Source: an optimization exercise on an open RTL-to-GDS flow (aim: small area). Production flows keep margins and buffers that such runs may drop.
At most, simulation tests tie the RTL to the original design; equivalence was not proved.
Only the layout flow was run in run 1; the RTL was not checked for function there.
Power and IR drop assume default switching activity.

==> flow/design.v <==
package id_stage_pkg;
  localparam int DW      = 32;
  localparam int REG_CNT = 32;
  localparam int RW      = $clog2(REG_CNT);
  localparam logic [31:0] NOP = 32'h0;
  localparam int OP_LSB = 26;
  localparam int RS_LSB = 21;
  localparam int RT_LSB = 16;
  localparam int RD_LSB = 11;
  localparam logic [5:0] OP_ADD  = 6'b000001;
  localparam logic [5:0] OP_SUB  = 6'b000011;
  localparam logic [5:0] OP_AND  = 6'b000101;
  localparam logic [5:0] OP_OR   = 6'b000110;
  localparam logic [5:0] OP_NOR  = 6'b000111;
  localparam logic [5:0] OP_XOR  = 6'b001000;
  localparam logic [5:0] OP_SLA  = 6'b001001;
  localparam logic [5:0] OP_SLL  = 6'b001010;
  localparam logic [5:0] OP_SRA  = 6'b001011;
  localparam logic [5:0] OP_SRL  = 6'b001100;
  localparam logic [5:0] OP_ADDI = 6'b100000;
  localparam logic [5:0] OP_SUBI = 6'b100001;
  localparam logic [5:0] OP_LD   = 6'b100100;
  localparam logic [5:0] OP_ST   = 6'b100101;
  localparam logic [5:0] OP_BEZ  = 6'b101000;
  localparam logic [5:0] OP_BNE  = 6'b101001;
  localparam logic [5:0] OP_JMP  = 6'b101010;
  localparam logic [3:0] ALU_ADD = 4'b0001;
  localparam logic [3:0] ALU_SUB = 4'b0011;
  typedef struct packed {
    logic [DW-1:0] pc;
    logic [3:0]    alu_cmd;
    logic [DW-1:0] val1;
    logic [DW-1:0] val2;
    logic [DW-1:0] st_val;
    logic [RW-1:0] dest;
    logic          wb_en;
    logic          mem_r;
    logic          mem_w;
  } id_ex_t;
  function automatic logic [DW-1:0] sext16(input logic [15:0] v);
    sext16 = {{(DW-16){v[15]}}, v};
  endfunction
endpackage
module id_stage_reg_file #(
  parameter  int REG_CNT = 32,
  parameter  int DW      = 32,
  localparam int AW      = $clog2(REG_CNT)
) (
  input  logic          clk,
  input  logic          rst,
  input  logic [AW-1:0] ra1,
  input  logic [AW-1:0] ra2,
  output logic [DW-1:0] rd1,
  output logic [DW-1:0] rd2,
  input  logic          we,
  input  logic [AW-1:0] wa,
  input  logic [DW-1:0] wd
);
  logic [REG_CNT-1:1][DW-1:0] regs;
  logic [REG_CNT-1:1]         vld;
  logic [1:0][REG_CNT-1:1]    wsel;
  logic [REG_CNT-1:1]         rdv;
  for (genvar h = 0; h < 2; h++) begin : g_half
    id_stage_wr_dec #(.REG_CNT(REG_CNT)) u_wdec (.we(we), .wa(wa), .wsel(wsel[h]));
  end
  always_ff @(posedge clk) begin
    for (int i = 1; i < REG_CNT; i++) begin
      if (wsel[0][i]) regs[i][DW/2-1:0]  <= wd[DW/2-1:0];
      if (wsel[1][i]) regs[i][DW-1:DW/2] <= wd[DW-1:DW/2];
    end
  end
  always_ff @(posedge clk or posedge rst) begin
    if (rst) vld <= '0;
    else     vld <= vld | wsel[0];
  end
  assign rdv = vld & ~wsel[0];
  id_stage_rd_port #(.REG_CNT(REG_CNT), .DW(DW)) u_rd1 (
    .ra(ra1), .we(we), .wa(wa), .wd(wd), .rdv(rdv), .regs(regs), .rd(rd1)
  );
  id_stage_rd_port #(.REG_CNT(REG_CNT), .DW(DW)) u_rd2 (
    .ra(ra2), .we(we), .wa(wa), .wd(wd), .rdv(rdv), .regs(regs), .rd(rd2)
  );
endmodule
module id_stage_wr_dec #(
  parameter  int REG_CNT = 32,
  localparam int AW      = $clog2(REG_CNT)
) (
  input  logic               we,
  input  logic [AW-1:0]      wa,
  output logic [REG_CNT-1:1] wsel
);
  always_comb begin
    for (int i = 1; i < REG_CNT; i++) wsel[i] = we && (wa == AW'(i));
  end
endmodule
module id_stage_rd_port #(
  parameter  int REG_CNT = 32,
  parameter  int DW      = 32,
  localparam int AW      = $clog2(REG_CNT)
) (
  input  logic [AW-1:0]              ra,
  input  logic                       we,
  input  logic [AW-1:0]              wa,
  input  logic [DW-1:0]              wd,
  input  logic [REG_CNT-1:1]         rdv,
  input  logic [REG_CNT-1:1][DW-1:0] regs,
  output logic [DW-1:0]              rd
);
  localparam int HB = DW / 2;
  logic [1:0][REG_CNT-1:0] sel;
  for (genvar h = 0; h < 2; h++) begin : g_half
    id_stage_rd_dec #(.REG_CNT(REG_CNT)) u_dec (
      .ra(ra), .we(we), .wa(wa), .rdv(rdv), .sel(sel[h])
    );
  end
  for (genvar b = 0; b < DW; b++) begin : g_bit
    logic [REG_CNT-1:0] src;
    always_comb begin
      src[0] = wd[b];
      for (int i = 1; i < REG_CNT; i++) src[i] = regs[i][b];
    end
    id_stage_ao_n #(.N(REG_CNT)) u_ao (.sel(sel[b / HB]), .src(src), .y(rd[b]));
  end
endmodule
module id_stage_rd_dec #(
  parameter  int REG_CNT = 32,
  localparam int AW      = $clog2(REG_CNT)
) (
  input  logic [AW-1:0]      ra,
  input  logic               we,
  input  logic [AW-1:0]      wa,
  input  logic [REG_CNT-1:1] rdv,
  output logic [REG_CNT-1:0] sel
);
  localparam int LW = 2;
  localparam int HW = AW - LW;
  logic [2**LW-1:0]  lo;
  logic [2**HW-1:0]  hi;
  always_comb begin
    for (int j = 0; j < 2**LW; j++) lo[j] = (ra[LW-1:0] == LW'(j));
    for (int j = 0; j < 2**HW; j++) hi[j] = (ra[AW-1:LW] == HW'(j));
  end
  assign sel[0] = we && (wa == ra) && (ra != '0);
  for (genvar i = 1; i < REG_CNT; i++) begin : g_sel
    id_stage_and3 u_and (.a(lo[i % 2**LW]), .b(hi[i / 2**LW]), .c(rdv[i]), .y(sel[i]));
  end
endmodule
module id_stage_and3 (
  input  logic a,
  input  logic b,
  input  logic c,
  output logic y
);
  assign y = a & b & c;
endmodule
module id_stage_ao_n #(
  parameter int N = 32
) (
  input  logic [N-1:0] sel,
  input  logic [N-1:0] src,
  output logic         y
);
  logic [9:0] n;
  logic [2:0] t;
  for (genvar g = 0; g < 10; g++) begin : g_grp
    id_stage_aoi3 u_aoi (.s(sel[3*g +: 3]), .d(src[3*g +: 3]), .y(n[g]));
  end
  id_stage_nand4 u_t0 (.a(n[3:0]), .y(t[0]));
  id_stage_nand4 u_t1 (.a(n[7:4]), .y(t[1]));
  id_stage_ao_tail u_t2 (.n(n[9:8]), .s(sel[31:30]), .d(src[31:30]), .y(t[2]));
  id_stage_or3 u_or (.a(t), .y(y));
endmodule
module id_stage_nand4 (
  input  logic [3:0] a,
  output logic       y
);
  assign y = ~&a;
endmodule
module id_stage_or3 (
  input  logic [2:0] a,
  output logic       y
);
  assign y = |a;
endmodule
module id_stage_ao_tail (
  input  logic [1:0] n,
  input  logic [1:0] s,
  input  logic [1:0] d,
  output logic       y
);
  assign y = ~&n | |(s & d);
endmodule
module id_stage_aoi3 (
  input  logic [2:0] s,
  input  logic [2:0] d,
  output logic       y
);
  assign y = ~|(s & d);
endmodule
import id_stage_pkg::*;
module id_stage (
  input  logic          clk,
  input  logic          rst,
  input  logic [DW-1:0] pc_in,
  input  logic [DW-1:0] instr_in,
  input  logic          wb_en,
  input  logic [RW-1:0] wb_dest,
  input  logic [DW-1:0] wb_val,
  input  logic          exe_wb_en,
  input  logic [RW-1:0] exe_dest,
  input  logic          mem_wb_en,
  input  logic [RW-1:0] mem_dest,
  output logic          freez,
  output logic          br_taken,
  output logic [DW-1:0] br_addr,
  output logic [DW-1:0] pc_out,
  output logic [3:0]    alu_cmd,
  output logic [DW-1:0] val1,
  output logic [DW-1:0] val2,
  output logic [DW-1:0] st_val,
  output logic [RW-1:0] dest,
  output logic          wb_en_out,
  output logic          mem_r,
  output logic          mem_w
);
  logic [5:0]    op;
  logic [RW-1:0] rs, rt, rd;
  logic [DW-1:0] imm, rv1, rv2;
  logic          is_r, is_ai, is_ld, is_st;
  logic          is_bez, is_bne, is_jmp;
  logic          use1, use2, br_cond;
  logic          haz1, haz2;
  id_stage_pkg::id_ex_t d, q;
  assign op  = instr_in[OP_LSB +: 6];
  assign rs  = instr_in[RS_LSB +: RW];
  assign rt  = instr_in[RT_LSB +: RW];
  assign rd  = instr_in[RD_LSB +: RW];
  assign imm = {{(DW-16){instr_in[15]}}, instr_in[15:0]};
  id_stage_reg_file #(
    .REG_CNT(REG_CNT),
    .DW     (DW)
  ) u_rf (
    .clk(clk),
    .rst(rst),
    .ra1(rs),
    .ra2(rt),
    .rd1(rv1),
    .rd2(rv2),
    .we (wb_en),
    .wa (wb_dest),
    .wd (wb_val)
  );
  always_comb begin
    is_r   = (op == OP_ADD) || (op == OP_SUB) || (op == OP_AND) ||
             (op == OP_OR)  || (op == OP_NOR) || (op == OP_XOR) ||
             (op == OP_SLA) || (op == OP_SLL) || (op == OP_SRA) ||
             (op == OP_SRL);
    is_ai  = (op == OP_ADDI) || (op == OP_SUBI);
    is_ld  = (op == OP_LD);
    is_st  = (op == OP_ST);
    is_bez = (op == OP_BEZ);
    is_bne = (op == OP_BNE);
    is_jmp = (op == OP_JMP);
    d       = '0;
    use1    = 1'b0;
    use2    = 1'b0;
    br_cond = 1'b0;
    unique case (1'b1)
      is_r: begin
        use1      = 1'b1;
        use2      = 1'b1;
        d.alu_cmd = op[3:0];
        d.pc      = pc_in;
        d.val1    = rv1;
        d.val2    = rv2;
        d.dest    = rd;
        d.wb_en   = 1'b1;
      end
      is_ai, is_ld: begin
        use1      = 1'b1;
        d.alu_cmd = (op == OP_SUBI) ? ALU_SUB : ALU_ADD;
        d.pc      = pc_in;
        d.val1    = rv1;
        d.val2    = imm;
        d.dest    = rt;
        d.wb_en   = 1'b1;
        d.mem_r   = is_ld;
      end
      is_st: begin
        use1      = 1'b1;
        use2      = 1'b1;
        d.alu_cmd = ALU_ADD;
        d.pc      = pc_in;
        d.val1    = rv1;
        d.val2    = imm;
        d.st_val  = rv2;
        d.mem_w   = 1'b1;
      end
      is_bez: begin
        use1    = 1'b1;
        br_cond = (rv1 == '0);
      end
      is_bne: begin
        use1    = 1'b1;
        use2    = 1'b1;
        br_cond = (rv1 != rv2);
      end
      is_jmp: br_cond = 1'b1;
      default: ;
    endcase
  end
  assign haz1 = (rs != '0) &&
                ((exe_wb_en && rs == exe_dest) ||
                 (mem_wb_en && rs == mem_dest));
  assign haz2 = (rt != '0) &&
                ((exe_wb_en && rt == exe_dest) ||
                 (mem_wb_en && rt == mem_dest));
  assign freez = (use1 && haz1) || (use2 && haz2);
  assign br_taken = br_cond && !freez;
  assign br_addr  = pc_in + {imm[DW-3:0], 2'b00};
  always_ff @(posedge clk or posedge rst) begin
    if (rst)        q <= '0;
    else if (freez) q <= '0;
    else            q <= d;
  end
  assign pc_out    = q.pc;
  assign alu_cmd   = q.alu_cmd;
  assign val1      = q.val1;
  assign val2      = q.val2;
  assign st_val    = q.st_val;
  assign dest      = q.dest;
  assign wb_en_out = q.wb_en;
  assign mem_r     = q.mem_r;
  assign mem_w     = q.mem_w;
endmodule
==> flow/flow/run.sh <==
#!/bin/bash
# Layout flow: the standard ORFS flow (standard.sh, which runs the
# standard synthesis unchanged), with these changes to how the layout is
# made:
#  - the port buffers are sky130_fd_sc_hd__buf_1 instead of the cell
#    buffer_ports picks by default (every port still gets its buffer);
#  - clock tree synthesis inserts no dummy loads, and clusters up to 25
#    flip-flops on each clkbuf_16 leaf buffer;
#  - after global routing, gates off the critical paths are sized down
#    (ORFS's power recovery step), and flow/post_grt.tcl then repairs the
#    slew, capacitance and setup limits again.
# The make run's full output goes to flow_make.log in the work folder;
# ORFS's per-step logs are under orfs/logs/.
set -euo pipefail
cd "$(dirname "${BASH_SOURCE[0]}")/.."
bash standard.sh \
  "BUFFER_PORTS_ARGS=-buffer_cell sky130_fd_sc_hd__buf_1" \
  "CTS_ARGS=-sink_clustering_enable -repair_clock_nets -dont_use_dummy_load -buf_list sky130_fd_sc_hd__clkbuf_16 -sink_clustering_size 25 -sink_clustering_max_diameter 100" \
  "RECOVER_POWER=100" \
  "POST_GLOBAL_ROUTE_TCL=$PWD/flow/post_grt.tcl" \
  finish > flow_make.log 2>&1
==> flow/flow/post_grt.tcl <==
# Run at the end of ORFS's global route step, after its power recovery
# (RECOVER_POWER), which sizes gates down without regard to the slew and
# capacitance limits: repair those limits again, then legalise and reroute
# what changed, and repair setup timing.
global_route -start_incremental
repair_design -slew_margin 20 -cap_margin 20 -verbose
detailed_placement
global_route -end_incremental
estimate_parasitics -global_routing
global_route -start_incremental
repair_timing -setup -setup_margin 0.2 -verbose
detailed_placement
global_route -end_incremental
estimate_parasitics -global_routing
==> flow/standard.sh <==
#!/bin/bash
# synth_recipe.tcl (not shown) runs the flow's synth.tcl, then flattens the netlist and writes it again
# the make line also repeats each setting of config.mk as NAME=value (left out here)
make -C /OpenROAD-flow-scripts/flow DESIGN_CONFIG=/design/flow/config.mk WORK_HOME=/design/flow/orfs CLKGATE_MAP_FILE= SYNTH_SCRIPT=/design/flow/synth_recipe.tcl "${@:-finish}"
==> flow/config.mk <==
export PLATFORM = sky130hd
export DESIGN_NAME = id_stage
export DESIGN_NICKNAME = id_stage
export VERILOG_FILES = /design/flow/design.v
export SDC_FILE = /design/flow/constraint.sdc
export NUM_CORES = 4
export LEC_CHECK = 0
export CAP_MARGIN = 20
export CORE_MARGIN = 2
export CORE_UTILIZATION = 40
export GPL_TIMING_DRIVEN = 0
export SETUP_SLACK_MARGIN = 0.2
export SLEW_MARGIN = 20
export SYNTH_HIERARCHICAL = 1
export SYNTH_MINIMUM_KEEP_SIZE = 0
==> flow/constraint.sdc <==
create_clock -name core_clock -period 9.0 [get_ports {clk}]
set_input_delay 1.8000 -clock core_clock [delete_from_list [all_inputs] [get_ports {clk}]]
set_output_delay 1.8000 -clock core_clock [all_outputs]
set_load 0.01 [all_outputs]
==> impl_results.md, run 1 <==
* Status: complete, no violations
* Post-route setup TNS at 0 ns
* Post-DRT Antenna Nets at 0
* Vias in the first global route at 33700
* Post-synthesis net count at 3212
* Largest stage delay on the critical path at 0.58 ns
* Final WL at 181 mm
* CTS tree: yes
* Synth top area cells: edfxtp_1 (61%), a222oi_1 (13%), dfrtp_1 (8.8%)
* Ys flop type: edfxtp_1
* H-tree Lvls at 2
* Post-CTS Setup Bufs at 22
* Final Skew at around 0.073 ns
* Bufs and invs on worst path at 3
* Max_slew headroom at 25.3%
* Slew @ Worst Pin at 1.12 ns
* Cell with the most instances after synthesis: edfxtp_1
* Std-Cell Rows at 127
* Core area at 120000 sq um
* Most used cell, CP: nor2_1
* Gr ovfl total at 0
* Share of layout cells above drive strength 1 at approximately 8.2%
* Cell Area, Synth at ~50000 sq um
* P per Cell Area at ~180 nW/um^2
* # Max-Cap Violations at 0
* Largest net degree at the start of global routing at 89
* Clock Latency Late Sink at 0.70 ns
* Finished Layout Cells at approximately 5100
* Vias per std cell at a little over 7
* Post-synthesis sequential area ratio at 70.2%
* Chip Width at 352 um
* Critical Path RT at 7.20 ns
* Clock sink total at 1163
* Placed Area at 52600 sq um
* Crit path max fanout at 16
* Cell count after placement at 5006
* Crit path DAT at 7.11 ns
* Leakage at 0.0176 uW
* CTS Buffer Depth at 3
* Fin util at 44.9%
* Synth Area in Compound Gates at 16.1%
* GP Congestion at 0.951
* Fin crit share at 99.0%
* Vias at 36000
* First-pass GRT wire length at around 250 mm
* Die Area at 124000 sq um
* Synth top cells by count: edfxtp_1 (992), a222oi_1 (640), dfrtp_1 (171)
* First-pass DRT Iterations at 14
* Root Driver: clkbuf_16
* Hold Fails Final Rpt at 0
* Clk slew on worst S/H paths at approximately 0.1 ns
* Largest family of logic cells by synthesized area: compound AO/OA/AOI/OAI gates
* Critical path endpoint category: output port
* Finished Cell Area at 54000 sq um
* Simple-Gate Fraction of Synth Area at about 10%
* Synth Instances at between 3000 and 4000
* IO buf count at 286
* CP top delay family: simple AND/OR/NAND/NOR gates
* I/O pins at 290
* Setup Viol. Count Final at 0
* #FFs+latches synth at about 1200
* Crit path time final at 8.91 ns
* Routed length per instance at 35.5 um
* Hpwl dp at between 100 and 150 mm
* Share of the synthesized area in the top cell type at 61.4%
* PnR worst setup slack at 0.0875 ns
* Die H at ~350 um
* Nets at 3642
* Synth unique cells at 67
* CTS Buf Count at 52
* Critical-path cell list: clkdlybuf4s15_2, nand2b_1, buf_2, nor2_1, and2b_2, and3_1, a222oi_1, nand4_1, or3_1, nor4_2, nand4_1, nor2_1, o21ai_0, nor2_1, a21oi_1, nor4b_1, buf_1
* VDD IR-drop max at 0.162 mV
* Synth-to-layout area growth at 11.2%
* Initial Utilization at 40.4%
* Mux cell area share after synthesis at less than 1%
* F_max at 112 MHz
* DP Worst Slack at -0.939 ns
* Cell taking the most area after synthesis: edfxtp_1
* Synth warnings at 11
* Fin. max-slew vios at 0
* Resized Gates After CTS at 38
* Asr flop ratio synth at between 10 and 15%
* Critical path class: in2out
* Initial drt markers at 8489
* Min-delay worst type: reg2reg
* Number of synthesized flops with an enable pin at just under 1000
* All-layer global routing usage at 28.1%
* Slowest-stage cell, CP: a222oi_1
* Post-Synth XOR/XNOR Area at 1.79%
* Antenna violations before repair at 19
* Post-Synth Adder-Cell Area at 0.789%
* CTS Hold Bufs at 0
* DRC viols at 0
* Crit start category: primary input
* Avg Synthesized Cell Area at 15.8 sq um
[layout by cell type (no fill, tap or decap), types with 12 or more instances in the layout]
cell type,n
clkbuf_2,48
nand4_1,151
o21ai_0,25
or2_1,31
and2b_2,25
and3_2,31
nor2b_1,12
buf_2,12
and2_1,44
xnor2_1,82
nand2_1,61
a222oi_1,640
buf_1,240
dfrtp_1,171
nor3b_1,15
nand3_1,69
xor2_1,13
clkbuf_16,52
nor2_4,24
ha_1,29
a21oi_1,60
buf_6,22
and3_1,98
a22oi_1,84
or3_1,64
clkbuf_1,72
nor2_1,88
and2_0,57
edfxtp_1,992
[sequential cells by signal, indices dropped and copies added, names as in the netlist]
register / flops
u_rf.regs: 992
q: 140
u_rf.vld: 31
[power by group]
group | switching (uW) | leakage, uW | internal (uW) | total [uW]
logic | 844 | 0.00578 | 329 | 1170
registers | 44.7 | 0.0112 | 5960 | 6000
clock network | 1620 | 0.000641 | 1030 | 2650
[stage by stage]
| stage | hold WS [ns] | total power, uW |
|---|---|---|
| 2_1_floorplan | 0.424 | 6650 |
| 3_3_place_gp | 0.439 | 7210 |
| 3_5_place_dp | 0.445 | 7240 |
| 4_1_cts | 0.471 | 9810 |
| 6_report | 0.469 | 9830 |
[modules after synthesis (local to each module, per instance), excerpt]
module	flops+latches	cells
id_stage_nand4	0	1
id_stage_or3	0	1
id_stage	140	708
id_stage_aoi3	0	1
id_stage_and3	0	1
id_stage_ao_tail	0	2
[logic make-up (layout without fill, tap and decap cells)]
| kind of cell | Yosys count | in the layout |
|---|---|---|
| DFF | 1163 | 1163 |
| AOI/OAI and AO/OA | 855 | 855 |
| and+or+nand+nor | 855 | 855 |
| xor gates and xnor gates | 99 | 99 |
| buffers and inverters | 63 | 491 |
| adders and majority gates | 30 | 30 |
| muxes | 1 | 1 |
| other | 0 | 6 |
[worst paths after layout]
check / from / endpoint / slack (ns) / cells past startpoint
max in group asynchronous: rst / q[120] / 5.99 / 5
max reg2reg: u_rf.vld[15] / q[45] / 5.72 / 7
min in group asynchronous: rst / q[90] / 1.35 / 2
max: wb_dest[0] / br_taken / 0.09 / 17
min reg2reg: u_rf.vld[18] / u_rf.vld[18] / 0.47 / 1
min: u_rf.vld[18] / u_rf.vld[18] / 0.47 / 1
[layout make-up]
cell class | count | area [sq um]
fillers | 10700 | 66100
flip-flops and latches | 1163 | 34100
multi-input cells | 1840 | 14500
well taps | 1612 | 2020
repair buffers | 377 | 1750
clock buffers | 52 | 1300
plain buffers | 49 | 295
inverters | 13 | 52.6
diodes | 6 | 15.0
[layer usage]
layer	routed length, um	part of all wire (%)	track usage [%]	vias up
li1	-	-	-	14700
met5	147	0.081	0	-
met1	68100	38	39.0	18200
met2	81300	45	43.6	2693
met3	23000	13	5.25	376
met4	8940	4.9	11.0	22
==> run 2, diff against run 1 <==
--- a/flow/design.v
+++ b/flow/design.v
@@ -58,22 +58,20 @@
 );
   logic [REG_CNT-1:1][DW-1:0] regs;
   logic [REG_CNT-1:1]         vld;
-  logic [1:0][REG_CNT-1:1]    wsel;
+  logic [REG_CNT-1:1]         wsel;
   logic [REG_CNT-1:1]         rdv;
-  for (genvar h = 0; h < 2; h++) begin : g_half
-    id_stage_wr_dec #(.REG_CNT(REG_CNT)) u_wdec (.we(we), .wa(wa), .wsel(wsel[h]));
+  always_comb begin
+    for (int i = 1; i < REG_CNT; i++) wsel[i] = we && (wa == AW'(i));
   end
   always_ff @(posedge clk) begin
-    for (int i = 1; i < REG_CNT; i++) begin
-      if (wsel[0][i]) regs[i][DW/2-1:0]  <= wd[DW/2-1:0];
-      if (wsel[1][i]) regs[i][DW-1:DW/2] <= wd[DW-1:DW/2];
-    end
+    for (int i = 1; i < REG_CNT; i++)
+      if (wsel[i]) regs[i] <= wd;
   end
   always_ff @(posedge clk or posedge rst) begin
     if (rst) vld <= '0;
-    else     vld <= vld | wsel[0];
+    else     vld <= vld | wsel;
   end
-  assign rdv = vld & ~wsel[0];
+  assign rdv = vld & ~wsel;
   id_stage_rd_port #(.REG_CNT(REG_CNT), .DW(DW)) u_rd1 (
     .ra(ra1), .we(we), .wa(wa), .wd(wd), .rdv(rdv), .regs(regs), .rd(rd1)
   );
@@ -81,18 +79,6 @@
     .ra(ra2), .we(we), .wa(wa), .wd(wd), .rdv(rdv), .regs(regs), .rd(rd2)
   );
 endmodule
-module id_stage_wr_dec #(
-  parameter  int REG_CNT = 32,
-  localparam int AW      = $clog2(REG_CNT)
-) (
-  input  logic               we,
-  input  logic [AW-1:0]      wa,
-  output logic [REG_CNT-1:1] wsel
-);
-  always_comb begin
-    for (int i = 1; i < REG_CNT; i++) wsel[i] = we && (wa == AW'(i));
-  end
-endmodule
 module id_stage_rd_port #(
   parameter  int REG_CNT = 32,
   parameter  int DW      = 32,
@@ -108,11 +94,9 @@
 );
   localparam int HB = DW / 2;
   logic [1:0][REG_CNT-1:0] sel;
-  for (genvar h = 0; h < 2; h++) begin : g_half
-    id_stage_rd_dec #(.REG_CNT(REG_CNT)) u_dec (
-      .ra(ra), .we(we), .wa(wa), .rdv(rdv), .sel(sel[h])
-    );
-  end
+  id_stage_rd_dec #(.REG_CNT(REG_CNT)) u_dec (
+    .ra(ra), .we(we), .wa(wa), .rdv(rdv), .sel(sel)
+  );
   for (genvar b = 0; b < DW; b++) begin : g_bit
     logic [REG_CNT-1:0] src;
     always_comb begin
@@ -126,25 +110,37 @@
   parameter  int REG_CNT = 32,
   localparam int AW      = $clog2(REG_CNT)
 ) (
-  input  logic [AW-1:0]      ra,
-  input  logic               we,
-  input  logic [AW-1:0]      wa,
-  input  logic [REG_CNT-1:1] rdv,
-  output logic [REG_CNT-1:0] sel
+  input  logic [AW-1:0]                ra,
+  input  logic                         we,
+  input  logic [AW-1:0]                wa,
+  input  logic [REG_CNT-1:1]           rdv,
+  output logic [1:0][REG_CNT-1:0]      sel
 );
   localparam int LW = 2;
   localparam int HW = AW - LW;
   logic [2**LW-1:0]  lo;
   logic [2**HW-1:0]  hi;
+  logic              wmatch, nz;
   always_comb begin
     for (int j = 0; j < 2**LW; j++) lo[j] = (ra[LW-1:0] == LW'(j));
     for (int j = 0; j < 2**HW; j++) hi[j] = (ra[AW-1:LW] == HW'(j));
   end
-  assign sel[0] = we && (wa == ra) && (ra != '0);
-  for (genvar i = 1; i < REG_CNT; i++) begin : g_sel
-    id_stage_and3 u_and (.a(lo[i % 2**LW]), .b(hi[i / 2**LW]), .c(rdv[i]), .y(sel[i]));
+  assign wmatch = we && (wa == ra);
+  assign nz     = (ra != '0);
+  for (genvar h = 0; h < 2; h++) begin : g_half
+    id_stage_and2 u_hit (.a(wmatch), .b(nz), .y(sel[h][0]));
+    for (genvar i = 1; i < REG_CNT; i++) begin : g_sel
+      id_stage_and3 u_and (.a(lo[i % 2**LW]), .b(hi[i / 2**LW]), .c(rdv[i]), .y(sel[h][i]));
+    end
   end
 endmodule
+module id_stage_and2 (
+  input  logic a,
+  input  logic b,
+  output logic y
+);
+  assign y = a & b;
+endmodule
 module id_stage_and3 (
   input  logic a,
   input  logic b,
--- a/flow/flow/post_grt.tcl
+++ b/flow/flow/post_grt.tcl
@@ -8,7 +8,7 @@
 global_route -end_incremental
 estimate_parasitics -global_routing
 global_route -start_incremental
-repair_timing -setup -setup_margin 0.2 -verbose
+repair_timing -setup -setup_margin 0.4 -verbose
 detailed_placement
 global_route -end_incremental
 estimate_parasitics -global_routing
--- a/flow/config.mk
+++ b/flow/config.mk
@@ -9,7 +9,7 @@
 export CORE_MARGIN = 2
 export CORE_UTILIZATION = 40
 export GPL_TIMING_DRIVEN = 0
-export SETUP_SLACK_MARGIN = 0.2
+export SETUP_SLACK_MARGIN = 0.4
 export SLEW_MARGIN = 20
 export SYNTH_HIERARCHICAL = 1
 export SYNTH_MINIMUM_KEEP_SIZE = 0
==> impl_results.md, run 2 <==
* Post-DRT Antenna Nets at 0
* CTS Buf Count at 54
* Clock sink total at approximately 1200
* Commonest non-fill, non-tap cell in the layout: edfxtp_1
* Synth warnings at 10
* Clock Latency Late Sink at 0.71 ns
* Asr flop ratio synth at 14.7%
* H-tree Lvls at 2
* Resized Gates After CTS at 42
* Post-synthesis sequential area ratio at between 70 and 80%
* Post-synthesis net count at 3142
* Switching pwr at 2480 uW
* Crit path max fanout at 16
* Post-CTS Setup Bufs at 1
* Clock power frac at 27.5%
* # Max-Cap Violations at 0
* Clk slew on worst S/H paths at about 0.080 ns
* Crit path time final at between 8 and 9 ns
* IO buf count at 286
* Hold Fails Final Rpt at 0
* Avg Synthesized Cell Area at 16.0 sq um
* Flop pwr share at about 61%
* Fin crit share at about 95%
* All-layer global routing usage at 28.2%
* Final WL at 180 mm
* Bufs and invs on worst path at 4
* P per Cell Area at ~180 nW/um^2
* Core area at 119000 sq um
* Number of synthesized flops with an enable pin at 992
* Die H at between 300 and 400 um
* Synth top area cells: edfxtp_1 (62%), a222oi_1 (13%), dfrtp_1 (8.9%)
* Crit start category: primary input
* Die Area at 123000 sq um
* Fin. max-slew vios at 0
* Initial drt markers at between 8000 and 9000
* Nets at 3573
* Std-Cell Rows at 127
* Setup Viol. Count Final at 0
* GP Congestion at 0.989
* Slowest-stage cell, CP: and3_1
* Vias at 35900
* Worst R2R End: q[61]
* Worst r2r src: u_rf.vld[7]
* Routed length per instance at approximately 36 um
* Synth unique cells at 64
* DRC viols at 0
* Synth-to-layout area growth at 11.3%
* Vias per std cell at between 7 and 8
* Share of layout cells above drive strength 1 at 7.88%
* HP Start: u_rf.vld[3]
* VDD IR-drop max at roughly 0.15 mV
* Max reg flops at 992
* CTS tree: yes
* Register-to-Register Setup Slack at 5.71 ns
* Root Driver: clkbuf_16
* CP top delay family: simple AND/OR/NAND/NOR gates
* Synth top cells by count: edfxtp_1 (992), a222oi_1 (640), dfrtp_1 (171)
* Min-delay worst type: reg2reg
* Worst Hold Endpoint: u_rf.vld[3]
* Status: complete, no violations
* Largest net degree at the start of global routing at 92
* First-pass GRT wire length at 248 mm
* Cell with the most instances after synthesis: edfxtp_1
* F_max at 117 MHz
* CTS Hold Bufs at 0
* Fin util at ~45%
* Placed Area at 52800 sq um
* Internal power at 7350 uW
* Critical path endpoint category: output port
* Gr ovfl total at 0
* Synth Instances at 2996
* Initial Utilization at 40.2%
* I/O pins at 290
* #FFs+latches synth at 1163
* Vias in the first global route at roughly 34000
* Most frequent cells in the layout: edfxtp_1 (992), a222oi_1 (640), buf_1 (234)
* Hpwl dp at 117 mm
* Critical path class: in2out
* Slew @ Worst Pin at 1.30 ns
* Max_slew headroom at 13.6%
* CTS Buffer Depth at 3
* Cell taking the most area after synthesis: edfxtp_1
* Antenna violations before repair at 15
* Crit path DAT at 6.75 ns
* Combinational group share of total power at 11.4%
* First-pass DRT Iterations at 14
* Leakage at between 0.015 and 0.02 uW
* Final Skew at 0.0547 ns
* FF-to-FF path depth at 8
* Hold Crit Depth at 2
* Largest registers: u_rf.regs x992, q x140, u_rf.vld x31
* Ys flop type: edfxtp_1
* Critical-path cell list: buf_2, clkbuf_2, nand2_1, clkbuf_2, o21a_1, and3_1, a222oi_1, nand4_1, or3_1, xnor2_1, nand4_1, nor4_1, a21oi_1, a21oi_1, nor4b_2, buf_2
* Top reg by flops: u_rf.regs
* Cell Area, Synth at 48000 sq um
* Finished Cell Area at 53400 sq um
* Chip Width at ~350 um
* Share of the synthesized area in the top cell type at 62.0%
* Largest stage delay on the critical path at 0.59 ns
* Critical Path RT at approximately 7 ns
* Sw Ratio at 25.3%
-- run 2: cell families (layout without fill, tap and decap cells) --
family	count (synthesis)	count (layout)	synth area share, %
buffers and inverters	71	499	0.670
flip-flops	1163	1163	70.9
adder cells (fa/ha/maj)	30	30	0.797
multiplexers	1	1	0.0208
other	0	9	0
XOR/XNOR	89	89	1.62
AO/OA/AOI/OAI	913	913	17.2
AND/OR/NAND/NOR	729	730	8.75
-- run 2: Yosys stat by module (local to each module, per instance), excerpt --
module	area, sq um	flops+latches	cells inside	copies in the design
id_stage_aoi3	10.0	0	1	640
id_stage_or3	6.26	0	1	64
id_stage_ao_tail	12.5	0	2	64
id_stage_nand4	6.26	0	1	128
id_stage_and3	6.26	0	1	124
id_stage	7120	140	708	1
id_stage_and2	6.26	0	1	4
-- run 2: power groups by stage --
stage	sequential, uW	clock (uW)	combinational [uW]
3_3_place_gp	6120	0	1010
6_report	6000	2700	1120
3_5_place_dp	6120	0	1050
4_1_cts	6000	2740	1070
2_1_floorplan	6120	0	500
-- run 2: worst max path at each step --
stage | startpoint | end | slack [ns] | cells past startpoint
final | wb_dest[2] | br_taken | 0.45 | 16
after CTS | instr_in[24] | br_taken | 0.40 | 17
after floorplan | wb_dest[4] | br_taken | 2.22 | 14
after detailed placement | wb_dest[0] | br_taken | -0.36 | 16
after global placement | instr_in[16] | br_taken | -0.99 | 13
-- run 2: final cells by class --
| cell class | instances | area [sq um] |
|---|---|---|
| tap | 1612 | 2020 |
| timing repair buffer | 374 | 1650 |
| inverter | 16 | 63.8 |
| sequential | 1163 | 34100 |
| fill | 10700 | 66100 |
| clock buffer | 54 | 1350 |
| multi-input combinational | 1763 | 14000 |
| antenna | 9 | 22.5 |
| buffer | 55 | 280 |
-- run 2: worst register-to-register path, stage by stage (launching register included) --
cell      delay (ns)
dfrtp_1         0.39
o21a_1          0.16
and3_1          0.56
a222oi_1        0.47
nand4_1         0.63
or3_4           0.63
buf_4           0.19
nand2_1         0.06
a21oi_1         0.07
-- run 2: metal layers --
layer / vias to the layer above / global-route usage [%] / part of all wire [%]
met2: 3085 / 41.6 / 42
met1: 17800 / 37.0 / 35
met5: - / 0 / 0.042
met3: 515 / 9.45 / 16
li1: 14500 / - / -
met4: 12 / 14.8 / 6.6
-- run 2: per-stage QoR --
| step | total power [uW] | instances | worst slack [ns] | hold slack (ns) | TNS, ns |
|---|---|---|---|---|---|
| 3_3_place_gp | 7130 | 4894 | -0.993 | 0.451 | -0.993 |
| 6_report | 9830 | 5046 | 0.451 | 0.477 | 0 |
| 4_1_cts | 9810 | 5016 | 0.400 | 0.478 | 0 |
| 3_5_place_dp | 7160 | 4961 | -0.361 | 0.458 | -0.361 |
| 2_1_floorplan | 6620 | 2996 | 2.22 | 0.436 | 0 |
==> run 3, diff against run 2 <==
--- a/flow/config.mk
+++ b/flow/config.mk
@@ -7,9 +7,9 @@
 export LEC_CHECK = 0
 export CAP_MARGIN = 20
 export CORE_MARGIN = 2
-export CORE_UTILIZATION = 40
+export CORE_UTILIZATION = 60
 export GPL_TIMING_DRIVEN = 0
-export SETUP_SLACK_MARGIN = 0.4
+export SETUP_SLACK_MARGIN = 0.2
 export SLEW_MARGIN = 20
 export SYNTH_HIERARCHICAL = 1
 export SYNTH_MINIMUM_KEEP_SIZE = 0
==> impl_results.md, run 3 <==
* Clock sink total at 1163
* Std-Cell Rows at 103
* Crit start category: primary input
* Share of layout cells above drive strength 1 at 7.01%
* CTS Buf Count at 52
* Cell count after placement at 4387
* Synth top cells by count: edfxtp_1 (992), a222oi_1 (640), dfrtp_1 (171)
* First-pass DRT Iterations at 14
* Antenna violations before repair at 10
* P per Cell Area at 185 nW/um^2
* Post-route setup TNS at 0 ns
* Synth unique cells at 64
* Number of synthesized flops with an enable pin at roughly 990
* Clock power frac at between 20% and 30%
* Final Skew at between 0.04 and 0.05 ns
* Cell with the most instances after synthesis: edfxtp_1
* Min-delay worst type: reg2reg
* Post-synthesis net count at 3142
* Placed Area at roughly 52000 sq um
* Critical path endpoint category: output port
* Slowest-stage cell, CP: or3_1
* Post-DRT Antenna Nets at 0
* Resized Gates After CTS at 17
* Status: complete, no violations
* Clk slew on worst S/H paths at 0.10 ns
* Avg Synthesized Cell Area at 16.0 sq um
* Max reg flops at 992
* Simple-Gate Fraction of Synth Area at 8.75%
* Switching pwr at about 2400 uW
* Critical path class: in2out
* Share of the synthesized area in the top cell type at 62.0%
* CTS Buffer Depth at 3
* Asr flop ratio synth at 14.7%
* Vias at 36500
* Crit path max fanout at 16
* Post-Synth Adder-Cell Area at less than 1%
* Die Area at approximately 80000 sq um
* Vias in the first global route at 35400
* Largest net degree at the start of global routing at 91
* IO buf count at 286
* Internal power at 7300 uW
* First-pass GRT wire length at roughly 240 mm
* Cell Area, Synth at 48000 sq um
* Crit path DAT at 6.88 ns
* Cell taking the most area after synthesis: edfxtp_1
* Chip Width at 287 um
* Synth Area in Compound Gates at 17.2%
* Flop pwr share at 61.8%
* Finished Cell Area at between 50000 and 60000 sq um
* I/O pins at slightly below 300
* Commonest non-fill, non-tap cell in the layout: edfxtp_1
* Top reg by flops: u_rf.regs
* Synth-to-layout area growth at 9.37%
* Core area at 79100 sq um
* Max_slew headroom at 20.8%
* Root Driver: clkbuf_16
* Bufs and invs on worst path at 3
* Synth top area cells: edfxtp_1 (62%), a222oi_1 (13%), dfrtp_1 (8.9%)
* H-tree Lvls at 2
* Synth Instances at 2996
* Nets at 3545
* Hold Fails Final Rpt at 0
* #FFs+latches synth at between 1000 and 1500
* Post-Synth XOR/XNOR Area at 1.62%
* Filler instances at between 5000 and 6000
* Critical Path RT at 7.20 ns
* Fin crit share at 96.5%
* All-layer global routing usage at 40.4%
* Mux cell area share after synthesis at 0.0208%
* Most frequent cells in the layout: edfxtp_1 (992), a222oi_1 (640), buf_1 (243)
* Routed length per instance at 38.2 um
* Clock Latency Late Sink at 0.68 ns
* CTS Hold Bufs at 0
* Synth warnings at 10
* VDD IR-drop max at 0.174 mV
* Sw Ratio at 24.8%
* Critical-path cell list: buf_2, nand4bb_1, clkbuf_1, o21a_1, and3_1, a222oi_1, nand4_1, or3_1, xnor2_1, nand4_1, nor4_4, a21oi_1, a21oi_1, nor4b_2, buf_1
* Final WL at 170 mm
* Largest stage delay on the critical path at 0.65 ns
* Gr ovfl total at 0
* DRC viols at 0
* Die H at 287 um
* GP Congestion at 1.01
* Hpwl dp at 109 mm
* Initial Utilization at 60.7%
* Largest family of logic cells by synthesized area: compound AO/OA/AOI/OAI gates
* Largest registers: u_rf.regs x992, q x140, u_rf.vld x31
* Ys flop type: edfxtp_1
* Post-synthesis sequential area ratio at 70.9%
* F_max at 115 MHz
* Fin. max-slew vios at 0
* Combinational group share of total power at a little under an eighth
* Crit path time final at 8.68 ns
* Setup Viol. Count Final at 0
* CP top delay family: simple AND/OR/NAND/NOR gates
* Finished Layout Cells at 4457
* Slew @ Worst Pin at 1.18 ns
* Initial drt markers at 8430
* CTS tree: yes
* Post-CTS Setup Bufs at 0
* Leakage at 0.0173 uW
* Vias per std cell at 8.18
* # Max-Cap Violations at 0
## run 3: cell types whose count changed in the layout (fill, tap and decap cells not counted), sizes merged
cell / previous run / this run
diode: 9 / 10
and3: 130 / 129
clkbuf: 208 / 188
buf: 275 / 268
## run 3: cell type report
type / count / area (sq um) / share of cell area, %
timing repair buffer: 349 / 1480 / 2.82
sequential: 1163 / 34100 / 64.9
antenna: 10 / 25.0 / 0.0476
tap: 1050 / 1310 / 2.50
buffer: 55 / 267 / 0.507
clock buffer: 52 / 1300 / 2.48
multi-input combinational: 1762 / 14000 / 26.7
inverter: 16 / 63.8 / 0.122
## run 3: final timing paths
check,start,to,slack (ns),cells past startpoint
setup / recovery,wb_dest[1],br_taken,0.32,15
hold / removal,u_rf.vld[10],u_rf.vld[10],0.48,1
setup reg to reg,u_rf.vld[21],q[46],5.86,7
hold reg to reg,u_rf.vld[10],u_rf.vld[10],0.48,1
max in group asynchronous,rst,q[138],6.29,4
min in group asynchronous,rst,u_rf.vld[29],1.36,3
## run 3: Yosys stat by module (local to each module, per instance), excerpt
| module | area [sq um] | flops+latches | cells | times used |
|---|---|---|---|---|
| id_stage | 7120 | 140 | 708 | 1 |
| id_stage_and2 | 6.26 | 0 | 1 | 4 |
| id_stage_and3 | 6.26 | 0 | 1 | 124 |
| id_stage_ao_tail | 12.5 | 0 | 2 | 64 |
| id_stage_aoi3 | 10.0 | 0 | 1 | 640 |
| id_stage_nand4 | 6.26 | 0 | 1 | 128 |
| id_stage_or3 | 6.26 | 0 | 1 | 64 |
## run 3: power by group through the flow
stage / registers (uW) / clock network (uW) / logic (uW)
after floorplan: 6120 / 0 / 500
after global placement: 6120 / 0 / 970
after detailed placement: 6120 / 0 / 1020
after CTS: 6000 / 2630 / 1030
final: 6000 / 2610 / 1100
## run 3: logic make-up after synthesis
group                    after synthesis
flip-flops                          1163
AO/OA/AOI/OAI                        913
AND/OR/NAND/NOR                      729
XOR/XNOR                              89
buffers and inverters                 71
adder cells (fa/ha/maj)               30
multiplexers                           1
## run 3: layer usage
| layer | up-vias | part of all wire, % | GRT usage (%) |
|---|---|---|---|
| met5 | - | 0.021 | 0 |
| met4 | 6 | 7.0 | 22.2 |
| met3 | 601 | 15 | 11.2 |
| met2 | 3509 | 45 | 61.8 |
| met1 | 17900 | 33 | 53.0 |
| li1 | 14400 | - | - |
## run 3: per-stage QoR
stage          hold WS, ns  total power (uW)  worst slack (ns)  utilization, %
2_1_floorplan        0.436              6620              2.22               -
3_3_place_gp         0.454              7090            -0.151            63.7
3_5_place_dp         0.462              7140            -0.395            65.5
4_1_cts              0.487              9660             0.217            67.2
6_report             0.483              9710             0.316            66.4
==> run 4, diff against run 3 <==
--- a/flow/config.mk
+++ b/flow/config.mk
@@ -7,7 +7,7 @@
 export LEC_CHECK = 0
 export CAP_MARGIN = 20
 export CORE_MARGIN = 2
-export CORE_UTILIZATION = 60
+export CORE_UTILIZATION = 50
 export GPL_TIMING_DRIVEN = 0
 export SETUP_SLACK_MARGIN = 0.2
 export SLEW_MARGIN = 20
==> impl_results.md, run 4 <==
* Cell Area, Synth at 48000 sq um
* Crit path DAT at 6.81 ns
* Status: complete, no violations
* Critical Path RT at 7.20 ns
* CTS tree: yes
* Synth top area cells: edfxtp_1 (62%), a222oi_1 (13%), dfrtp_1 (8.9%)
* Post-synthesis sequential area ratio at 70.9%
* FF-to-FF path depth at 7
* Largest stage delay on the critical path at 0.63 ns
* P per Cell Area at approximately 180 nW/um^2
* Die Area at between 90000 and 100000 sq um
* Core area at ~95000 sq um
* Commonest non-fill, non-tap cell in the layout: edfxtp_1
* Worst R2R End: q[54]
* Gr ovfl total at 0
* DRC viols at 0
* Cell taking the most area after synthesis: edfxtp_1
* Vias at 36100
* Slowest-stage cell, CP: xnor2_1
* Bufs and invs on worst path at 3
* Asr flop ratio synth at 14.7%
* Largest net degree at the start of global routing at 90
* Synth warnings at 10
* Finished Cell Area at around 53000 sq um
* CP top delay family: simple AND/OR/NAND/NOR gates
* Min-delay worst type: reg2reg
* Post-CTS Setup Bufs at 0
* Cell with the most instances after synthesis: edfxtp_1
* Vias per std cell at 7.73
* Leakage at 0.0173 uW
* #FFs+latches synth at approximately 1200
* Resized Gates After CTS at 33
* Share of the synthesized area in the top cell type at 62.0%
* Hpwl dp at 115 mm
* Critical path class: in2out
* CTS Buffer Depth at 3
* Fin. max-slew vios at 0
* Worst Hold Endpoint: u_rf.vld[3]
* First-pass GRT wire length at 249 mm
* Chip Width at between 300 and 400 um
* Die H at roughly 310 um
* Register-to-Register Setup Slack at 5.87 ns
* IO buf count at 286
* Initial Utilization at 50.5%
* Crit path time final at ~8.6 ns
* Routed length per instance at 38.3 um
* Overall power at 9730 uW
* Most frequent cells in the layout: edfxtp_1 (992), a222oi_1 (640), buf_1 (239)
* Clock sink total at 1163
* Clock Latency Late Sink at approximately 0.7 ns
* Critical path endpoint category: output port
* Synth Instances at 2996
* CTS Hold Bufs at 0
* Antenna violations before repair at 13
* Clk slew on worst S/H paths at 0.11 ns
* Fin util at between 50% and 60%
* Initial drt markers at 8375
* Crit start category: primary input
* Vias in the first global route at 35100
* Synth-to-layout area growth at 9.81%
* HP Start: u_rf.vld[3]
* Number of synthesized flops with an enable pin at 992
* Post-DRT Antenna Nets at 0
* Max reg flops at 992
* CTS Buf Count at 52
* VDD IR-drop max at approximately 0.14 mV
* Largest registers: u_rf.regs x992, q x140, u_rf.vld x31
* Slew @ Worst Pin at 1.20 ns
* Share of layout cells above drive strength 1 at 7.49%
* Final WL at 179 mm
* First-pass DRT Iterations at 13
* F_max at 116 MHz
* Max_slew headroom at 20.0%
* Worst Setup SP: wb_dest[0]
* Crit path max fanout at 16
* Synth unique cells at 64
* Final Skew at between 0.06 and 0.07 ns
* Hold Fails Final Rpt at 0
* Worst path depth at 15
* Root Driver: clkbuf_16
* Setup Viol. Count Final at 0
* # Max-Cap Violations at 0
* GP Congestion at 0.946
* All-layer global routing usage at 35.3%
* Std-Cell Rows at 113
* Top reg by flops: u_rf.regs
* Post-synthesis net count at 3142
* Worst r2r src: u_rf.vld[20]
* H-tree Lvls at 2
* Fin crit share at approximately 96%
* Synth top cells by count: edfxtp_1 (992), a222oi_1 (640), dfrtp_1 (171)
* Avg Synthesized Cell Area at 16.0 sq um
* Ys flop type: edfxtp_1
* I/O pins at 290
* Nets at 3552
* Hold slack at a little under 0.5 ns
* Hold Crit Depth at 2
* Critical-path cell list: buf_2, or4b_1, clkbuf_2, o21a_1, and3_1, a222oi_1, nand4_1, or3_1, xnor2_1, nand4_1, nor4_1, a21oi_1, a21oi_1, nor4b_1, clkbuf_2
* Placed Area at about 52000 sq um
run 4: cell counts after synthesis:
No cell type changed its count.
run 4: layer usage:
layer  vias up  GRT usage, %  part of all wire (%)
met2      3191          54.6                    44
li1      14400             -                     -
met1     17900          45.9                    35
met4        12          18.9                   6.6
met3       557          9.14                    14
met5         -             0                 0.046
run 4: worst max path at each step:
stage                     endpoint  slack, ns
final                     br_taken       0.39
after CTS                 br_taken       0.22
after detailed placement  br_taken      -0.64
after global placement    br_taken      -0.57
after floorplan           br_taken       2.22
run 4: cells by family (layout without fill, tap and decap cells):
group / after synthesis / in the layout / share of synthesized area [%]
other: 0 / 5 / 0
xor gates and xnor gates: 89 / 89 / 1.62
DFF: 1163 / 1163 / 70.9
AOI/OAI and AO/OA: 913 / 913 / 17.2
muxes: 1 / 1 / 0.0208
adders and majority gates: 30 / 30 / 0.797
and+or+nand+nor: 729 / 729 / 8.75
buffers and inverters: 71 / 479 / 0.670
run 4: Yosys stat by module (local to each module, per instance), a selection:
module,cells inside,times used,flip-flops and latches,area [sq um]
id_stage_or3,1,64,0,6.26
id_stage_aoi3,1,640,0,10.0
id_stage,708,1,140,7120
id_stage_ao_tail,2,64,0,12.5
id_stage_and3,1,124,0,6.26
id_stage_and2,1,4,0,6.26
id_stage_nand4,1,128,0,6.26
run 4: cell type report:
class	count	area [sq um]
tap	1265	1580
inverter	16	63.8
timing repair buffer	356	1500
buffer	55	268
multi-input combinational	1762	13900
fill	7622	42400
sequential	1163	34100
antenna	5	12.5
clock buffer	52	1300
run 4: through the flow:
step                      TNS, ns  instances  setup WS (ns)
after floorplan                 0       2996           2.22
after global placement     -0.572       4547         -0.572
after detailed placement   -0.636       4608         -0.636
after CTS                       0       4660          0.218
final                           0       4674          0.389
run 4: worst register-to-register path: stages (launching register included):
cell	delay, ns
dfrtp_1	0.41
o21a_1	0.16
and3_1	0.55
a222oi_1	0.51
nand4_1	0.37
or3_1	0.66
a22oi_1	0.24
nor2_1	0.06
run 4: power by group:
part           leakage (uW)  internal [uW]  total (uW)  switching (uW)
Combinational       0.00543            306        1090             781
Sequential           0.0112           5960        6010            49.8
Clock              0.000641           1030        2640            1600
==> run 5, diff against run 4 <==
--- a/flow/design.v
+++ b/flow/design.v
@@ -27,16 +27,18 @@
   localparam logic [3:0] ALU_ADD = 4'b0001;
   localparam logic [3:0] ALU_SUB = 4'b0011;
   typedef struct packed {
-    logic [DW-1:0] pc;
     logic [3:0]    alu_cmd;
-    logic [DW-1:0] val1;
     logic [DW-1:0] val2;
-    logic [DW-1:0] st_val;
     logic [RW-1:0] dest;
     logic          wb_en;
     logic          mem_r;
     logic          mem_w;
   } id_ex_t;
+  typedef struct packed {
+    logic [DW-1:0] pc;
+    logic [DW-1:0] val1;
+    logic [DW-1:0] st_val;
+  } id_ex_raw_t;
   function automatic logic [DW-1:0] sext16(input logic [15:0] v);
     sext16 = {{(DW-16){v[15]}}, v};
   endfunction
@@ -226,7 +228,8 @@
   logic          is_bez, is_bne, is_jmp;
   logic          use1, use2, br_cond;
   logic          haz1, haz2;
-  id_stage_pkg::id_ex_t d, q;
+  id_stage_pkg::id_ex_t     d, q;
+  id_stage_pkg::id_ex_raw_t raw_d, raw_q;
   assign op  = instr_in[OP_LSB +: 6];
   assign rs  = instr_in[RS_LSB +: RW];
   assign rt  = instr_in[RT_LSB +: RW];
@@ -266,8 +269,6 @@
         use1      = 1'b1;
         use2      = 1'b1;
         d.alu_cmd = op[3:0];
-        d.pc      = pc_in;
-        d.val1    = rv1;
         d.val2    = rv2;
         d.dest    = rd;
         d.wb_en   = 1'b1;
@@ -275,8 +276,6 @@
       is_ai, is_ld: begin
         use1      = 1'b1;
         d.alu_cmd = (op == OP_SUBI) ? ALU_SUB : ALU_ADD;
-        d.pc      = pc_in;
-        d.val1    = rv1;
         d.val2    = imm;
         d.dest    = rt;
         d.wb_en   = 1'b1;
@@ -286,10 +285,7 @@
         use1      = 1'b1;
         use2      = 1'b1;
         d.alu_cmd = ALU_ADD;
-        d.pc      = pc_in;
-        d.val1    = rv1;
         d.val2    = imm;
-        d.st_val  = rv2;
         d.mem_w   = 1'b1;
       end
       is_bez: begin
@@ -319,11 +315,17 @@
     else if (freez) q <= '0;
     else            q <= d;
   end
-  assign pc_out    = q.pc;
+  assign raw_d.pc     = pc_in;
+  assign raw_d.val1   = rv1;
+  assign raw_d.st_val = rv2;
+  always_ff @(posedge clk) raw_q <= raw_d;
+  logic alu_q;
+  assign alu_q = q.wb_en || q.mem_w;
+  assign pc_out    = raw_q.pc & {DW{alu_q}};
   assign alu_cmd   = q.alu_cmd;
-  assign val1      = q.val1;
+  assign val1      = raw_q.val1 & {DW{alu_q}};
   assign val2      = q.val2;
-  assign st_val    = q.st_val;
+  assign st_val    = raw_q.st_val & {DW{q.mem_w}};
   assign dest      = q.dest;
   assign wb_en_out = q.wb_en;
   assign mem_r     = q.mem_r;
==> impl_results.md, run 5 <==
* Status: complete, no violations
* Hpwl dp at 111 mm
* Final Skew at around 0.038 ns
* Std-Cell Rows at between 100 and 150
* Gr ovfl total at 0
* Crit path DAT at between 6 and 7 ns
* Fin crit share at 97.6%
* Post-DRT Antenna Nets at 0
* Min-delay worst type: reg2reg
* Final WL at 172 mm
* Antenna violations before repair at 8
* Leakage at about 0.017 uW
* Synth top cells by count: edfxtp_1 (992), a222oi_1 (640), nand4_1 (144)
* Crit path max fanout at 16
* Synth unique cells at 59
* IO buf count at 286
* H-tree Lvls at 2
* All-layer global routing usage at 33.9%
* Cell count after placement at 4608
* CTS Hold Bufs at 0
* Share of the synthesized area in the top cell type at 62.7%
* Top reg by flops: u_rf.regs
* Multi-input gate area at approximately 14000 sq um
* VDD IR-drop max at 0.158 mV
* Largest registers: u_rf.regs x992, raw_q x96, q x44
* Chip Width at 312 um
* Avg Synthesized Cell Area at around 16 sq um
* Vias at 35800
* Max_slew headroom at 21.2%
* First-pass DRT Iterations at 13
* Crit path time final at a little under 9 ns
* Resized Gates After CTS at 35
* Setup Viol. Count Final at 0
* F_max at 114 MHz
* Post-CTS Setup Bufs at 0
* Asr flop ratio synth at 6.45%
* Fin util at 55.3%
* # Max-Cap Violations at 0
* Post-synthesis net count at 3147
* GP Congestion at 0.985
* Hold Fails Final Rpt at 0
* Slew @ Worst Pin at 1.18 ns
* CTS Buffer Depth at 3
* CTS tree: yes
* Share of layout cells above drive strength 1 at 7.17%
* #FFs+latches synth at 1163
* I/O pins at 290
* Vias in the first global route at around 34000
* Synth warnings at 10
* Vias per std cell at 7.65
* Initial drt markers at 8267
* Nets at roughly 3600
* Filler instances at 7603
* Synth Instances at 3001
* Clock Latency Late Sink at 0.68 ns
* Die Area at 97500 sq um
* Cell Area, Synth at 47500 sq um
* Finished Cell Area at 52300 sq um
* Routed length per instance at ~37 um
* Overall power at 9790 uW
* Most frequent cells in the layout: edfxtp_1 (992), a222oi_1 (640), buf_1 (245)
* Clock sink total at 1163
* Critical Path RT at 7.20 ns
* Root Driver: clkbuf_16
* Number of synthesized flops with an enable pin at 992
* Crit start category: primary input
* Ys flop type: edfxtp_1
* DRC viols at 0
* Critical path class: in2out
* Synth-to-layout area growth at 10.1%
* Core area at around 95000 sq um
* First-pass GRT wire length at 239 mm
* CTS Buf Count at 53
* Post-synthesis sequential area ratio at 70.7%
* Max reg flops at 992
* Register area at 33600 sq um
* Clk slew on worst S/H paths at 0.10 ns
* P per Cell Area at 187 nW/um^2
* Finished Layout Cells at 4678
* Cell with the most instances after synthesis: edfxtp_1
* Initial Utilization at 50.2%
* Largest net degree at the start of global routing at 34
* Fin. max-slew vios at 0
* Placed Area at 51600 sq um
* Synth top area cells: edfxtp_1 (63%), a222oi_1 (13%), dfxtp_1 (4.0%)
* Critical path endpoint category: output port
* Commonest non-fill, non-tap cell in the layout: edfxtp_1
* Cell taking the most area after synthesis: edfxtp_1
* Die H at 312 um
* Post-route setup TNS at 0 ns
[run 5: cell types whose count changed after synthesis, sizes merged, moves of 8 or more]
cell | previous run | this run
dfxtp | 0 | 96
clkbuf | 33 | 41
and2 | 103 | 39
xor2 | 21 | 33
dfrtp | 171 | 75
nor2b | 8 | 73
xnor2 | 68 | 56
nor2 | 80 | 91
[run 5: where the power goes]
| group | switching [uW] | internal (uW) | total (uW) |
|---|---|---|---|
| registers | 58.1 | 5990 | 6050 |
| logic | 775 | 317 | 1090 |
| clock network | 1590 | 1050 | 2650 |
| total | 2430 | 7360 | 9790 |
[run 5: area by class of cell]
| cell class | instances | area share [%] |
|---|---|---|
| well taps | 1265 | 3.03 |
| repair buffers | 351 | 2.81 |
| multi-input cells | 1762 | 26.7 |
| clock buffers | 53 | 2.54 |
| inverters | 18 | 0.129 |
| diodes | 8 | 0.0383 |
| flip-flops and latches | 1163 | 64.2 |
| plain buffers | 58 | 0.517 |
[run 5: modules after synthesis (local to each module, per instance), excerpt]
| module | cell area [sq um] | copies in the design |
|---|---|---|
| id_stage_or3 | 6.26 | 64 |
| id_stage_ao_tail | 12.5 | 64 |
| id_stage_nand4 | 6.26 | 128 |
| id_stage | 6630 | 1 |
| id_stage_and3 | 6.26 | 124 |
| id_stage_aoi3 | 10.0 | 640 |
| id_stage_and2 | 6.26 | 4 |
[run 5: worst paths after layout]
check	start	endpoint	slack [ns]	depth (start not counted)
worst max-delay path	instr_in[16]	br_taken	0.22	13
worst min-delay path	u_rf.vld[1]	u_rf.vld[1]	0.48	2
worst max register to register	u_rf.vld[5]	q[9]	5.86	7
worst min register to register	u_rf.vld[1]	u_rf.vld[1]	0.48	2
max in group asynchronous	rst	q[43]	6.85	4
min in group asynchronous	rst	u_rf.vld[4]	1.25	2
[run 5: cell families (layout without fill, tap and decap cells)]
family	count (synthesis)	after routing	share of synthesized area (%)
flops	1163	1163	70.7
buf+inv	76	480	0.714
compound gates	903	903	17.2
mux	2	2	0.0448
fa+ha+maj	30	30	0.806
other cells	0	8	0
xor+xnor	89	89	1.64
simple gates	738	738	8.90
[run 5: through the flow]
step	setup WS, ns	hold slack (ns)
3_5_place_dp	-0.678	0.459
4_1_cts	0.202	0.481
3_3_place_gp	-0.333	0.455
6_report	0.220	0.481
2_1_floorplan	2.42	0.436
[run 5: worst max-delay path, cell delays in order]
cell and delay [ns]:
clkbuf_1 0.51, nor2b_2 0.89, and3_1 1.05, a222oi_1 0.27, nand4_1 0.23, or3_1 0.52, xnor2_2 0.24, nand4_1 0.19
nor4_4 0.42, nand2_1 0.27, a31oi_2 0.34, nor4_4 0.06, buf_1 0.15
[run 5: layer usage]
metal	vias to the layer above	global-route usage, %	share of wire [%]	routed length (um)
met3	515	8.49	14	24800
met4	12	16.5	6.0	10300
met5	-	0.580	0.082	141
met2	3102	52.7	45	77800
li1	14400	-	-	-
met1	17700	44.8	34	59100
==> run 6, diff against run 5 <==
--- a/flow/design.v
+++ b/flow/design.v
@@ -28,16 +28,17 @@
   localparam logic [3:0] ALU_SUB = 4'b0011;
   typedef struct packed {
     logic [3:0]    alu_cmd;
-    logic [DW-1:0] val2;
     logic [RW-1:0] dest;
     logic          wb_en;
     logic          mem_r;
     logic          mem_w;
+    logic          is_r;
   } id_ex_t;
   typedef struct packed {
     logic [DW-1:0] pc;
     logic [DW-1:0] val1;
-    logic [DW-1:0] st_val;
+    logic [DW-1:0] rv2;
+    logic [15:0]   imm;
   } id_ex_raw_t;
   function automatic logic [DW-1:0] sext16(input logic [15:0] v);
     sext16 = {{(DW-16){v[15]}}, v};
@@ -269,14 +270,13 @@
         use1      = 1'b1;
         use2      = 1'b1;
         d.alu_cmd = op[3:0];
-        d.val2    = rv2;
+        d.is_r    = 1'b1;
         d.dest    = rd;
         d.wb_en   = 1'b1;
       end
       is_ai, is_ld: begin
         use1      = 1'b1;
         d.alu_cmd = (op == OP_SUBI) ? ALU_SUB : ALU_ADD;
-        d.val2    = imm;
         d.dest    = rt;
         d.wb_en   = 1'b1;
         d.mem_r   = is_ld;
@@ -285,7 +285,6 @@
         use1      = 1'b1;
         use2      = 1'b1;
         d.alu_cmd = ALU_ADD;
-        d.val2    = imm;
         d.mem_w   = 1'b1;
       end
       is_bez: begin
@@ -315,17 +314,20 @@
     else if (freez) q <= '0;
     else            q <= d;
   end
-  assign raw_d.pc     = pc_in;
-  assign raw_d.val1   = rv1;
-  assign raw_d.st_val = rv2;
+  assign raw_d.pc   = pc_in;
+  assign raw_d.val1 = rv1;
+  assign raw_d.rv2  = rv2;
+  assign raw_d.imm  = instr_in[15:0];
   always_ff @(posedge clk) raw_q <= raw_d;
-  logic alu_q;
+  logic alu_q, imm_q;
   assign alu_q = q.wb_en || q.mem_w;
+  assign imm_q = (q.wb_en && !q.is_r) || q.mem_w;
   assign pc_out    = raw_q.pc & {DW{alu_q}};
   assign alu_cmd   = q.alu_cmd;
   assign val1      = raw_q.val1 & {DW{alu_q}};
-  assign val2      = q.val2;
-  assign st_val    = raw_q.st_val & {DW{q.mem_w}};
+  assign val2      = (raw_q.rv2 & {DW{q.is_r}}) |
+                     ({{(DW-16){raw_q.imm[15]}}, raw_q.imm} & {DW{imm_q}});
+  assign st_val    = raw_q.rv2 & {DW{q.mem_w}};
   assign dest      = q.dest;
   assign wb_en_out = q.wb_en;
   assign mem_r     = q.mem_r;
--- a/flow/flow/post_grt.tcl
+++ b/flow/flow/post_grt.tcl
@@ -8,7 +8,7 @@
 global_route -end_incremental
 estimate_parasitics -global_routing
 global_route -start_incremental
-repair_timing -setup -setup_margin 0.4 -verbose
+repair_timing -setup -setup_margin 0.3 -verbose
 detailed_placement
 global_route -end_incremental
 estimate_parasitics -global_routing
==> impl_results.md, run 6 <==
* Die Area at ~97000 sq um
* Register area at approximately 33000 sq um
* CTS tree: yes
* Nets at 3494
* Clk slew on worst S/H paths at 0.07 ns
* CTS Buffer Depth at 3
* Vias in the first global route at 33700
* First-pass GRT wire length at 238 mm
* GP Congestion at 0.959
* Filler instances at 7582
* Chip Width at 311 um
* Worst Setup SP: instr_in[24]
* All-layer global routing usage at roughly 34%
* Avg Synthesized Cell Area at 16.0 sq um
* FF-to-FF path depth at 5
* Clock sink total at 1148
* Post-route setup TNS at 0 ns
* Final WL at 171 mm
* Most frequent cells in the layout: edfxtp_1 (992), a222oi_1 (640), buf_1 (247)
* Slew @ Worst Pin at ~1.2 ns
* H-tree Lvls at 2
* Synth Instances at just under 3000
* Initial drt markers at 8248
* I/O pins at 290
* Fin crit share at 96.5%
* Largest net degree at the start of global routing at 34
* Crit path time final at 8.68 ns
* Fin util at ~55%
* IO buf count at about 290
* Final Skew at 0.0468 ns
* Worst r2r src: u_rf.vld[21]
* Hpwl dp at 110 mm
* Cell Area, Synth at 47100 sq um
* Clock Latency Late Sink at 0.66 ns
* Synth-to-layout area growth at 9.57%
* Crit path DAT at 6.88 ns
* Fin. max-slew vios at 0
* Worst R2R End: raw_q[23]
* Most Crowded Layer GR: met2
* Register-to-Register Setup Slack at 6.18 ns
* Resized Gates After CTS at 20
* Post-synthesis net count at 3092
* Status: complete, no violations
* Critical path endpoint category: output port
* DRC viols at 0
* First-pass DRT Iterations at 13
* Setup Viol. Count Final at 0
* P per Cell Area at about 190 nW/um^2
* Hold Fails Final Rpt at 0
* Largest registers: u_rf.regs x992, raw_q x112, u_rf.vld x31
* Finished Layout Cells at 4606
* Max reg flops at 992
* Initial Utilization at roughly half
* Synth unique cells at around 70
* Critical path class: in2out
* Multi-input gate area at 13800 sq um
* Synth top area cells: edfxtp_1 (63%), a222oi_1 (14%), dfxtp_1 (4.8%)
* Cell count after placement at 4543
* Share of the synthesized area in the top cell type at 63.3%
* Synth warnings at 10
* Routed length per instance at ~37 um
* Root Driver: clkbuf_16
* M3 GR Usage at between 7 and 8%
* Vias per std cell at 7.62
* Worst Setup EP: br_taken
* Crit path max fanout at 16
* Gr ovfl total at 0
* Cell with the most instances after synthesis: edfxtp_1
* Leakage at 0.0165 uW
* Core area at 93300 sq um
* Crit start category: primary input
* CTS Hold Bufs at 0
* Share of layout cells above drive strength 1 at 6.72%
* Critical Path RT at just over 7 ns
* Met2 Track Usage GR at 52.4%
* Top reg by flops: u_rf.regs
* M1 GR Usage at 44.8%
* Asr flop ratio synth at 3.83%
* CTS Buf Count at 52
* PnR worst setup slack at 0.317 ns
* Post-DRT Antenna Nets at 0
* Commonest non-fill, non-tap cell in the layout: edfxtp_1
* #FFs+latches synth at 1148
* VDD IR-drop max at 0.163 mV
* Hold slack at 0.478 ns
* # Max-Cap Violations at 0
* Max_slew headroom at 21.2%
* Vias at 35100
* F_max at roughly 120 MHz
* Antenna violations before repair at 10
* Post-synthesis sequential area ratio at 70.4%
* Std-Cell Rows at 112
* Synth top cells by count: edfxtp_1 (992), a222oi_1 (640), nand4_1 (146)
* DP Worst Slack at -0.378 ns
* Cell taking the most area after synthesis: edfxtp_1
* Min-delay worst type: reg2reg
* Ys flop type: edfxtp_1
* Post-CTS Setup Bufs at 0
* Die H at roughly 310 um
* Number of synthesized flops with an enable pin at 992
## run 6: kinds of logic (layout without fill, tap and decap cells)
group | count (synthesis) | in the layout | synth area share [%]
other | 0 | 6 | 0
DFF | 1148 | 1148 | 70.4
xor gates and xnor gates | 89 | 89 | 1.66
adders and majority gates | 30 | 30 | 0.813
AOI/OAI and AO/OA | 888 | 888 | 17.6
buffers and inverters | 75 | 475 | 0.795
and+or+nand+nor | 716 | 716 | 8.81
## run 6: stage by stage
step                      instance area [sq um]  power [uW]
after floorplan                           47100        6610
after global placement                    49700        7110
after detailed placement                  51100        7150
after CTS                                 52400        9670
final                                     51600        9670
## run 6: layout make-up
class | count | area share (%)
repair buffers | 348 | 2.76
well taps | 1254 | 3.04
clock buffers | 52 | 2.52
multi-input cells | 1723 | 26.7
diodes | 6 | 0.0291
inverters | 19 | 0.138
plain buffers | 56 | 0.582
flip-flops and latches | 1148 | 64.2
## run 6: per-layer routing
layer	wire [um]	up-vias
met1	60100	17500
li1	-	14300
met2	76900	2873
met3	22800	505
met5	58	-
met4	11100	8
## run 6: worst max-delay path, stage by stage
cell and delay [ns]:
buf_1 0.17, buf_2 0.25, nor3_1 0.65, nand2_1 0.15
and2_1 0.50, a222oi_1 0.51, nand4_1 0.33, or3_1 0.58
nor4_2 0.37, nand4_1 0.39, nor2_4 0.27, nor2_1 0.06
nor4b_1 0.26, a21oi_1 0.09, nor4b_2 0.28, buf_1 0.21
## run 6: how the worst min path moves through the flow
stage	from	end	slack [ns]	cells after the start
final	u_rf.vld[12]	u_rf.vld[12]	0.48	1
after CTS	u_rf.vld[31]	u_rf.vld[31]	0.48	1
after detailed placement	u_rf.vld[30]	u_rf.vld[30]	0.46	1
after global placement	u_rf.vld[31]	u_rf.vld[31]	0.46	1
after floorplan	u_rf.vld[1]	u_rf.vld[1]	0.44	2
## run 6: Yosys stat by module, one instance, submodules excluded, a selection
| module | cells inside | flops+latches |
|---|---|---|
| id_stage | 658 | 125 |
| id_stage_ao_tail | 2 | 0 |
| id_stage_aoi3 | 1 | 0 |
| id_stage_and2 | 1 | 0 |
| id_stage_and3 | 1 | 0 |
| id_stage_nand4 | 1 | 0 |
| id_stage_or3 | 1 | 0 |
## run 6: report_power, final
group          total [uW]  switching [uW]  internal, uW
clock network        2600            1570          1030
registers            6000            78.2          5920
logic                1070             753           313

[afterwards: timing with drivers on the ports]
The flow's constraints put no driver on any port. The routed layouts listed below were extracted and timed again, unchanged, in two steps. Step 1 sets driving cells, clkbuf_16 on the clock port and buf_2 on the other inputs (assumed; they add their load-dependent delay and slew). Step 2 moves the port delays by t, midway between the first and last clock arrival at a register: inputs arrive t later, outputs are due t later. That takes back most of the time a late clock gives input paths. a / b / c = no drivers / after step 1 / after step 2; a / b = the first two.
| run | t (ns) | slack for setup (ns) | hold slack, ns | clock arrival spread, ns | pins driven straight from the clock port |
|---|---|---|---|---|---|
| run 1 | 0.740 | 0.088 / 0.028 / 0.028 | 0.469 / 0.469 / 0.469 | 0.080 / 0.079 | 1 |
| run 2 | 0.756 | 0.451 / 0.316 / 0.316 | 0.477 / 0.477 / 0.477 | 0.057 / 0.057 | 1 |
| run 3 | 0.728 | 0.316 / 0.246 / 0.246 | 0.483 / 0.483 / 0.483 | 0.052 / 0.051 | 1 |
| run 4 | 0.739 | 0.389 / 0.298 / 0.298 | 0.488 / 0.488 / 0.488 | 0.068 / 0.068 | 1 |
| run 5 | 0.729 | 0.220 / 0.188 / 0.188 | 0.481 / 0.481 / 0.481 | 0.046 / 0.046 | 1 |
| run 6 | 0.719 | 0.317 / 0.241 / 0.241 | 0.478 / 0.478 / 0.478 | 0.063 / 0.063 | 1 |
After both steps setup and hold are still met in every run listed. The setup slack of run 2, which loses most, moves by -0.135 ns with the drivers and by -0.135 ns with both steps.
